Context: an optimization exercise on an open-source flow, tuned for small area, a short achievable clock period and few clock cycles per item. The choices shown serve that exercise and are no tape-out recipe. Only simulation tests tie the RTL to the original design; equivalence was not proved. Power figures rest on the tool's default switching activity, not on a simulated workload.

try-onyx:
==> flow/design.v (excerpt) <==
module yuv2rgb_top
(
	input logic CLOCK_50_I,
	input logic resetn,
	input logic in_valid,
	output logic in_ready,
	input logic [7:0] y,
	input logic [7:0] u,
	input logic [7:0] v,
	output logic out_valid,
	input logic out_ready,
	output logic [7:0] r,
	output logic [7:0] g,
	output logic [7:0] b
);
Size in the first run: about 960 cells after synthesis, about 74 flip-flops, about 54 I/O pins, roughly 9200 um^2 of cells after synthesis.
export LEC_CHECK = 0
export CAP_MARGIN = 20
export CORE_MARGIN = 2
export CORE_UTILIZATION = 40
export SETUP_SLACK_MARGIN = 4.5
export SLEW_MARGIN = 20
export SYNTH_HIERARCHICAL = 1
create_clock -name core_clock -period 8.0 [get_ports {CLOCK_50_I}]
standard.sh (not shown) runs the stock make flow with config.mk's settings and CLKGATE_MAP_FILE= SYNTH_SCRIPT=/design/flow/synth_recipe.tcl, a recipe that flattens the netlist after the stock synthesis.
==> flow/flow/run.sh <==
#!/bin/bash
# The standard layout (standard.sh: ORFS synthesis to final layout), with one
# change: the buffers that buffer_ports puts on every input and output port are
# plain sky130_fd_sc_hd__buf_1 cells instead of the default (a slow delay
# buffer).  Every port still gets its own buffer; the resizer may resize them.
set -euo pipefail
bash standard.sh "BUFFER_PORTS_ARGS=-buffer_cell sky130_fd_sc_hd__buf_1" finish > flow_standard.log 2>&1
Testbench counts of try-onyx, summed over its fixed seeds: cycles 32,016, pixels 32,000.
Setup changes, try-onyx to try-willow
Settings: SETUP_SLACK_MARGIN changed from 4.5 to 3.9.
--- outcome ---
The flow did not stop early for try-willow: all stages ran, and the layout cleared the timing, DRC and antenna checks. Going from try-onyx to try-willow, the met1 global-route usage was found to have gone up by 0.42 points. The number of inserted filler cells in the final layout reported for try-willow is greater than that of try-onyx by 98. try-willow vs try-onyx — non-clock buffering overhead in the final layout dropped 3.1 points. The met3 global-route usage in try-willow was lower than what try-onyx gave. try-willow — power 680 uW lower, try-onyx as reference. try-willow improves on try-onyx in via count. Sequential power delta (try-willow -> try-onyx): insignificant. Share of the clock period used by the worst path (higher): try-willow.
The following lists how try-indigo was set up differently from try-willow:
Settings: SETUP_SLACK_MARGIN: 3.9 -> 4.3.
==> comparison <==
- The wire length of the first global-routing pass of try-indigo was inferior to that of try-willow.
- Power share of the clock group was lower in try-indigo than in try-willow.
- Summary: largest voltage drop on the vdd net, try-indigo worse than try-willow
- In try-indigo, sum of met3 wire segment lengths after detailed routing is lower than in try-willow.
- On global-route usage, try-indigo tracks try-willow almost exactly.
Modified inputs, try-zinc compared to try-indigo
Settings: SETUP_SLACK_MARGIN: 4.3 -> 4.1.
Findings:
try-zinc: no failed stages, no open violations at the end. Summary of try-zinc over try-indigo: transition time at the pin with the least slew margin went down, total count of hold-check failures in the final report did not really move, final instance count without filler cells went down. [compare] base=try-indigo new=try-zinc: overall global routing resource usage saw little to no change, clock-net power about even, final cell area excluding filler cells lower, wire length was more or less identical, buffer count from post-CTS setup fixing went down by about 8%. The final reports for try-zinc and try-indigo show worst setup slack lower in the former.

* * *

== run 1 ==
Another version of the RTL of yuv2rgb_top (not shown whole).
Size in the first run: ~950 cells after synthesis, about 54 I/O pins, roughly 9300 um^2 of cells after synthesis.
==> flow/config.mk <==
export PLATFORM = sky130hd
export DESIGN_NAME = yuv2rgb_top
export DESIGN_NICKNAME = yuv2rgb_top
export VERILOG_FILES = /design/flow/design.v
export SDC_FILE = /design/flow/constraint.sdc
export NUM_CORES = 4
export LEC_CHECK = 0
export CAP_MARGIN = 20
export CORE_MARGIN = 2
export CORE_UTILIZATION = 40
export SETUP_SLACK_MARGIN = 4.35
export SLEW_MARGIN = 20
export SYNTH_HIERARCHICAL = 1
==> flow/constraint.sdc <==
create_clock -name core_clock -period 8.0 [get_ports {CLOCK_50_I}]
set_input_delay 1.6000 -clock core_clock [delete_from_list [all_inputs] [get_ports {CLOCK_50_I}]]
set_output_delay 1.6000 -clock core_clock [all_outputs]
set_load 0.01 [all_outputs]
Scripts as last shown in full above: flow/flow/run.sh
Looking at the reports, run 1 completed the entire flow and the layout it produced met the timing, DRC and antenna checks.
Testbench counts of run 1, summed over its fixed seeds: cycles 32,016, pixels 32,000.
Changes in run 2 relative to run 1:
- an added TNS_END_PERCENT of 0
### Flow results
The final layout from run 2, which completed every stage, passed the timing, DRC and antenna checks at the end of the flow. From run 1 to run 2 the numbers moved as follows: count of clock-net buffers in the final layout -1; cell area after layout -2.4%; post-synthesis to final-layout area growth -2.8 points; required time at the endpoint of the critical path +1.70 ns.
--- input diff run 2..run 3 ---
- TNS_END_PERCENT changed from 0 to 5
Number of nets with antenna violations after routing came out exactly the same in run 3 and run 2.
From run 2 to run 3 the numbers moved as follows: total routing usage reported by global routing held steady, layout cell share with drive strength beyond 1 neither gained nor lost much.
The arrival time reported for the critical path endpoint was comparable across run 3 and run 2.
Run 3 -> run 2: initial antenna violation count flat
Run 3 and run 2 ended up with nearly the same non-clock buffer count.
Reported for run 3 and run 2, minimum clock period after layout turned out identical to the last digit.
Re depth of the worst register-to-register path: no difference whatsoever between run 3 and run 2.
[compare] base=run 2 new=run 3: TritonCTS buffer count ~0 delta, number of diodes added for antenna fixing ~0 delta.

[separate check: timing with driven ports]
The flow's constraints put no driver on any port. The routed layouts listed below were extracted and timed again, unchanged, in two steps. Step 1 sets driving cells, clkbuf_16 on the clock port and buf_2 on the other inputs (assumed; they add their load-dependent delay and slew). Step 2 also shifts input and output timing later by t, the mid clock arrival at the registers, as if the neighbouring blocks saw the same clock. a / b / c = no drivers / after step 1 / after step 2; a / b = the first two.
run | t (ns) | slack for setup (ns) | latest minus earliest clock arrival (ns) | slew at the worst register clock pin (ns)
try-onyx | 0.392 | 4.207 / 4.207 / 3.964 | 0.016 / 0.017 | 0.07 / 0.07
try-willow | 0.397 | 4.088 / 4.096 / 3.715 | 0.020 / 0.020 | 0.08 / 0.08
try-indigo | 0.397 | 4.197 / 4.197 / 3.986 | 0.013 / 0.013 | 0.07 / 0.07
try-zinc | 0.399 | 4.157 / 4.157 / 3.899 | 0.018 / 0.018 | 0.07 / 0.07
run 1 | 0.393 | 4.380 / 4.355 / 4.015 | 0.014 / 0.013 | 0.07 / 0.07
run 2 | 0.398 | 4.344 / 4.348 / 3.970 | 0.016 / 0.015 | 0.07 / 0.07
run 3 | 0.398 | 4.344 / 4.348 / 3.970 | 0.016 / 0.015 | 0.07 / 0.07
After both steps setup and hold are still met in every run listed.
